Source: an optimization exercise on an open RTL-to-GDS flow (aim: a short achievable clock period and few clock cycles per item). Production flows keep margins and buffers that such runs may drop. At most, simulation tests tie the RTL to the original design; equivalence was not proved. The clock input has no modelled driver; a real chip could not lean on it and would need a root buffer or a full tree. No activity file was given, so power comes from the tool's default toggle rates.

== job 2522 ==
==> flow/design.v (excerpt) <==
module dma_write_top (
    input  logic                   clk,
    input  logic                   reset,
    input  logic                   desc_push,
    input  logic [31:0]            desc_control,
    input  logic [31:0]            desc_pkt_begin,
    input  logic [31:0]            desc_pkt_end,
    input  logic [31:0]            desc_write_address,
    output logic                   desc_full,
    input  logic                   data_push,
    input  avalon_pkg::bus_word_t  data_in,
    output logic                   data_full,
    output avalon_pkg::bus_addr_t  avm_address,
    output avalon_pkg::bus_word_t  avm_writedata,
    output logic                   avm_write,
    output avalon_pkg::burst_cnt_t avm_burstcount,
    input  logic                   avm_waitrequest,
    output logic                   busy,
    output logic                   done_irq,
    output logic [15:0]            xfer_count,
    output logic [15:0]            drop_count
);
For scale: ~1700 cells after synthesis, ~750 flip-flops, ~280 I/O pins, roughly 25000 um2 of cells after synthesis.
clock: 5.0 ns
lec_check: 0
cap_margin: 20
core_margin: 2
core_utilization: 40
setup_slack_margin: 3.5
slew_margin: 20
standard.sh (not shown) runs the stock make flow with config.mk's settings and CLKGATE_MAP_FILE= SYNTH_SCRIPT=/design/flow/synth_recipe.tcl, a recipe that flattens the netlist after the stock synthesis.
==> flow/flow/run.sh <==
#!/bin/bash
# The standard layout, except that the clock tree is built by flow/pre_cts.tcl.
# ORFS writes each step's log under orfs/logs; make's own output goes to standard_flow.log.
set -euo pipefail
export PRE_CTS_TCL="$PWD/flow/pre_cts.tcl"
bash standard.sh > standard_flow.log 2>&1
Other scripts of this flow, unchanged in this note and not shown: flow/flow/clock_tree.tcl, flow/flow/pre_cts.tcl
### job 2522 -> job 9451
--- a/flow/design.v
+++ b/flow/design.v
@@ -256,50 +256,70 @@
     logic [31:0] di_beg, di_end, di_adr;
     always_ff @(posedge clk) begin
         di_irq <= desc_control[dma_pkg::CTRL_IRQ_EN];
         di_beg <= desc_pkt_begin;
         di_end <= desc_pkt_end;
         di_adr <= desc_write_address;
         if (!reset) di_v <= 1'b0;
         else        di_v <= desc_push && !desc_full;
     end
     logic [21:0] beg_hi, end_hi, hi_x;
-    logic [7:0]  beg_w, end_w, cnt_w;
+    logic [7:0]  beg_w, end_w;
     logic        ck_al, ck_eq, ck_eq1;
     logic [22:0] hi_x_up;
     assign beg_hi  = di_beg[31:10];
     assign end_hi  = di_end[31:10];
     assign beg_w   = di_beg[9:2];
     assign end_w   = di_end[9:2];
-    assign cnt_w   = end_w - beg_w;
     assign hi_x    = beg_hi ^ end_hi;
     assign hi_x_up = {1'b0, hi_x};
     assign ck_al   = (di_beg[1:0] == 2'b00) && (di_end[1:0] == 2'b00);
     assign ck_eq   = (hi_x == 22'd0);
     always_comb begin
         ck_eq1 = hi_x[0];
         for (int i = 0; i < 22; i++) begin
             ck_eq1 = ck_eq1 && !(hi_x_up[i+1] ^ (hi_x[i] && beg_hi[i]));
         end
     end
-    logic        c2_v, c2_ok, c2_irq, c2_one;
+    logic [4:0] cnt_lo;
+    assign cnt_lo = {1'b0, end_w[3:0]} - {1'b0, beg_w[3:0]};
+    logic [7:0] w_x;
+    logic       ck_one;
+    assign w_x = beg_w ^ end_w;
+    always_comb begin
+        ck_one = w_x[0];
+        for (int i = 0; i < 7; i++) begin
+            ck_one = ck_one && !(w_x[i+1] ^ (w_x[i] && beg_w[i]));
+        end
+    end
+    logic        c2_v, c2_irq, c2_al, c2_eq, c2_eq1, c2_gt, c2_lt, c2_ok, c2_one;
+    logic [4:0]  c2_lo;
+    logic [3:0]  c2_ehi, c2_bhi;
     logic [7:0]  c2_cnt;
     logic [31:0] c2_adr;
     always_ff @(posedge clk) begin
         c2_irq <= di_irq;
         c2_adr <= di_adr;
-        c2_cnt <= cnt_w;
-        c2_one <= (cnt_w == 8'd1);
-        c2_ok  <= ck_al && ((ck_eq && (end_w > beg_w)) || (ck_eq1 && (end_w < beg_w)));
+        c2_lo  <= cnt_lo;
+        c2_ehi <= end_w[7:4];
+        c2_bhi <= beg_w[7:4];
+        c2_one <= ck_one;
+        c2_al  <= ck_al;
+        c2_eq  <= ck_eq;
+        c2_eq1 <= ck_eq1;
+        c2_gt  <= (end_w > beg_w);
+        c2_lt  <= (end_w < beg_w);
         if (!reset) c2_v <= 1'b0;
         else        c2_v <= di_v;
     end
+    assign c2_ok  = c2_al && ((c2_eq && c2_gt) || (c2_eq1 && c2_lt));
+    assign c2_cnt = {c2_ehi - c2_bhi - {3'd0, c2_lo[4]}, c2_lo[3:0]};
     logic dq_push, c2_drop;
     assign dq_push = c2_v && c2_ok;
     assign c2_drop = c2_v && !c2_ok;
     always_ff @(posedge clk) begin
         if (!reset)       drop_count <= 16'd0;
         else if (c2_drop) drop_count <= drop_count + 16'd1;
     end
     logic [31:0]   dq_adr [DQ];
     logic [7:0]    dq_cnt [DQ];
     logic [DQ-1:0] dq_irq, dq_one;
Findings:
Detailed-routed wire length on met3 delta for job 9451 relative to job 2522: 120 um lower. Sequential share of cell area sits lower in job 9451 than in job 2522. Job 9451: met2 layer usage reported by global route 1.8 points above job 2522. Any difference in hold slack between job 9451 and job 2522 is small enough to ignore. | achievable clock frequency | job 9451 vs job 2522 | about 9% higher |. In terms of multiplexer fraction of the synthesized cell area, job 9451 and job 2522 differ only marginally. Flip-flop and latch count grows slightly when moving from job 2522 to job 9451. Job 9451 ends up with higher overall power after layout than job 2522 does. Worst setup path startpoint = di_end[2]: job 2522; worst setup path startpoint = avm_waitrequest: job 9451.
Testbench counts of job 9451, summed over its fixed seeds: cycles 34,223, items 2,400.
No functional check of the RTL was part of job 2522. In every run of this note, the design's own scripts or RTL, not TritonCTS, make the clock network.


dma_write_top, a different RTL version from the one above (not shown whole).
For scale: roughly 2000 cells after synthesis, roughly 280 I/O pins, roughly 27000 um^2 of cells after synthesis.
## dma_write_top
module dma_write_top (
    input  logic                   clk,
    input  logic                   reset,
    input  logic                   desc_push,
    input  logic [31:0]            desc_control,
    input  logic [31:0]            desc_pkt_begin,
    input  logic [31:0]            desc_pkt_end,
    input  logic [31:0]            desc_write_address,
    output logic                   desc_full,
    input  logic                   data_push,
    input  avalon_pkg::bus_word_t  data_in,
    output logic                   data_full,
    output avalon_pkg::bus_addr_t  avm_address,
    output avalon_pkg::bus_word_t  avm_writedata,
    output logic                   avm_write,
    output avalon_pkg::burst_cnt_t avm_burstcount,
    input  logic                   avm_waitrequest,
    output logic                   busy,
    output logic                   done_irq,
    output logic [15:0]            xfer_count,
    output logic [15:0]            drop_count
);
    localparam int DQ = 4;  
    localparam int XQ = 4;  
    logic        di_v;
    logic        di_irq;
    logic [31:0] di_beg, di_end, di_adr;
    always_ff @(posedge clk) begin
        di_irq <= desc_control[dma_pkg::CTRL_IRQ_EN];
        di_beg <= desc_pkt_begin;
        di_end <= desc_pkt_end;
        di_adr <= desc_write_address;
        if (!reset) di_v <= 1'b0;
        else        di_v <= desc_push && !desc_full;
    end
    logic [21:0] beg_hi, end_hi, hi_x;
    logic [7:0]  beg_w, end_w;
    logic        ck_al, ck_eq, ck_eq1;
    logic [22:0] hi_x_up;
    assign beg_hi  = di_beg[31:10];
    assign end_hi  = di_end[31:10];
    assign beg_w   = di_beg[9:2];
    assign end_w   = di_end[9:2];
    assign hi_x    = beg_hi ^ end_hi;
    assign hi_x_up = {1'b0, hi_x};
    assign ck_al   = (di_beg[1:0] == 2'b00) && (di_end[1:0] == 2'b00);
    assign ck_eq   = (hi_x == 22'd0);
    always_comb begin
        ck_eq1 = hi_x[0];
        for (int i = 0; i < 22; i++) begin
  ...
export LEC_CHECK = 0
export CAP_MARGIN = 20
export CORE_MARGIN = 2
export CORE_UTILIZATION = 40
export SETUP_SLACK_MARGIN = 3.5
export SLEW_MARGIN = 20
create_clock -name core_clock -period 5.0 [get_ports {clk}]
Scripts as last shown in full above: flow/flow/run.sh
Other scripts of this flow, unchanged in this note and not shown: flow/flow/clock_tree.tcl, flow/flow/pre_cts.tcl
Then changed:
--- a/flow/design.v
+++ b/flow/design.v
@@ -286,47 +286,56 @@
     logic       ck_one;
     assign w_x = beg_w ^ end_w;
     always_comb begin
         ck_one = w_x[0];
         for (int i = 0; i < 7; i++) begin
             ck_one = ck_one && !(w_x[i+1] ^ (w_x[i] && beg_w[i]));
         end
     end
-    logic        c2_v, c2_irq, c2_ok, c2_one;
+    logic        c2_v, c2_irq, c2_al, c2_eq, c2_eq1, c2_gt, c2_lt, c2_ok, c2_one;
     logic [4:0]  c2_lo;
     logic [3:0]  c2_hi0, c2_hi1;
     logic [7:0]  c2_cnt;
     logic [31:0] c2_adr;
     always_ff @(posedge clk) begin
         c2_irq <= di_irq;
         c2_adr <= di_adr;
         c2_lo  <= cnt_lo;
         c2_hi0 <= end_w[7:4] - beg_w[7:4];
         c2_hi1 <= end_w[7:4] + ~beg_w[7:4];
         c2_one <= ck_one;
-        c2_ok  <= ck_al && ((ck_eq && (end_w > beg_w)) || (ck_eq1 && (end_w < beg_w)));
+        c2_al  <= ck_al;
+        c2_eq  <= ck_eq;
+        c2_eq1 <= ck_eq1;
+        c2_gt  <= (end_w > beg_w);
+        c2_lt  <= (end_w < beg_w);
         if (!reset) c2_v <= 1'b0;
         else        c2_v <= di_v;
     end
+    assign c2_ok  = c2_al && ((c2_eq && c2_gt) || (c2_eq1 && c2_lt));
     assign c2_cnt = {c2_lo[4] ? c2_hi1 : c2_hi0, c2_lo[3:0]};
-    function automatic logic [15:0] inc16(input logic [15:0] x);
-        for (int i = 0; i < 16; i++) inc16[i] = x[i] ^ (&(x | ~((16'd1 << i) - 16'd1)));
+    function automatic logic [7:0] inc8(input logic [7:0] x);
+        for (int i = 0; i < 8; i++) inc8[i] = x[i] ^ (&(x | ~((8'd1 << i) - 8'd1)));
     endfunction
     logic dq_push, c2_drop;
     assign dq_push = c2_v && c2_ok;
     assign c2_drop = c2_v && !c2_ok;
-    logic [15:0] drop_p1;  
+    logic [15:0] drop_p1;
+    logic        drop_p1_ff;
     always_ff @(posedge clk) begin
         if (!reset) begin
             drop_count <= 16'd0;
             drop_p1    <= 16'd1;
+            drop_p1_ff <= 1'b0;
         end else if (c2_drop) begin
-            drop_count <= drop_p1;
-            drop_p1    <= inc16(drop_p1);
+            drop_count       <= drop_p1;
+            drop_p1[7:0]     <= inc8(drop_p1[7:0]);
+            drop_p1_ff       <= (drop_p1[7:0] == 8'hfe);
+            if (drop_p1_ff) drop_p1[15:8] <= inc8(drop_p1[15:8]);
         end
     end
     logic [31:0]   dq_adr [DQ];
     logic [7:0]    dq_cnt [DQ];
     logic [DQ-1:0] dq_irq, dq_one;
     logic [DQ-1:0] dq_wp, dq_rp;    
     logic [DQ-1:0] dq_n;            
     logic [DQ-1:0] d_occ;           
@@ -463,16 +472,17 @@
             s_cnt  <= cur_cnt;
             s_last <= cur_last;
             s_irq  <= cur_irq;
         end
         if (!reset) sv <= 1'b0;
         else        sv <= hold && (sv || fire);
     end
     logic [15:0] xfer_p1;  
+    logic        xfer_p1_ff;
     always_ff @(posedge clk) begin
         rst_q <= reset;
         for (int k = 0; k < 4; k++) begin
             if (!rst_q)            o_d[8*k +: 8] <= '0;
             else if (!hold_g[k])   o_d[8*k +: 8] <= sv ? s_d[8*k +: 8] : xh_d[8*k +: 8];
             if (!rst_q)            o_adr[8*k +: 8] <= '0;
             else if (!hold_g[4+k]) o_adr[8*k +: 8] <= sv ? s_adr[8*k +: 8] : cur_adr[8*k +: 8];
         end
@@ -489,27 +499,30 @@
             ov         <= 1'b0;
             ov_i       <= 1'b0;
             ov_g       <= '0;
             busy       <= 1'b0;
             done_irq   <= 1'b0;
             inc_r      <= 1'b0;
             xfer_count <= 16'd0;
             xfer_p1    <= 16'd1;
+            xfer_p1_ff <= 1'b0;
         end else begin
             ov       <= (ov && avm_waitrequest) || sv || fire;
             ov_i     <= hold || sv || fire;
             for (int k = 0; k < NG; k++) ov_g[k] <= hold_g[k] || sv || fire;
             busy     <= hold || sv || fire || (cur_v && !(fire && cur_last)) || load
                      || (acc && o_last);
             done_irq <= acc && o_last && o_irq;
             inc_r    <= acc && o_last;
             if (inc_r) begin
-                xfer_count <= xfer_p1;
-                xfer_p1    <= inc16(xfer_p1);
+                xfer_count   <= xfer_p1;
+                xfer_p1[7:0] <= inc8(xfer_p1[7:0]);
+                xfer_p1_ff   <= (xfer_p1[7:0] == 8'hfe);
+                if (xfer_p1_ff) xfer_p1[15:8] <= inc8(xfer_p1[15:8]);
             end
         end
     end
     assign avm_write      = ov;
     assign avm_address    = o_adr;
     assign avm_writedata  = o_d;
     assign avm_burstcount = {8'd0, o_cnt};
 endmodule
The new run completed with no timing, DRC or antenna violations.
Cell area went up by a little under a tenth.
First-iteration DRC count went up by a little under a tenth.
Power went up slightly.
Via count went up by a few percent.
Combinational power went up by about a fifth.
Wire length went up by roughly a tenth.
Worst setup slack improves by 0.020 ns.
Critical path depth went down by 4.
Register-to-register slack improves by 0.11 ns.
Testbench counts after the change, summed over its fixed seeds: cycles 34,231, items 2,400.
No functional check of the RTL was part of the first run of this note. No run of this note takes its clock network from TritonCTS; it comes from the design's own scripts or RTL.

## re-timing with driven ports
Ports are ideal in the flow. The routed layouts listed here were re-timed in OpenROAD.
Step 1 sets driving cells, clkbuf_16 on the clock port and buf_2 on the other inputs (assumed; they add their load-dependent delay and slew).
Step 2 also shifts input and output timing later by t, the mid clock arrival at the registers, as if the neighbouring blocks saw the same clock.
Three values: no drivers, after step 1, after step 2; two values: the first two.
| run | shift t [ns] | setup slack, ns | hold slack, ns |
|---|---|---|---|
| job 2522 | 0.518 | 2.910 / 2.910 / 2.726 | 0.327 / 0.327 / 0.327 |
| job 9451 | 0.516 | 3.083 / 2.959 / 2.650 | 0.328 / 0.328 / 0.328 |
| the first run of note 2 | 0.486 | 3.126 / 3.013 / 2.933 | 0.329 / 0.329 / 0.329 |
| the second run of note 2 | 0.500 | 3.147 / 3.001 / 2.999 | 0.330 / 0.330 / 0.330 |
After both steps setup and hold are still met in every run listed. The setup slack of job 9451, which loses most, moves by -0.124 ns with the drivers and by -0.433 ns with both steps.
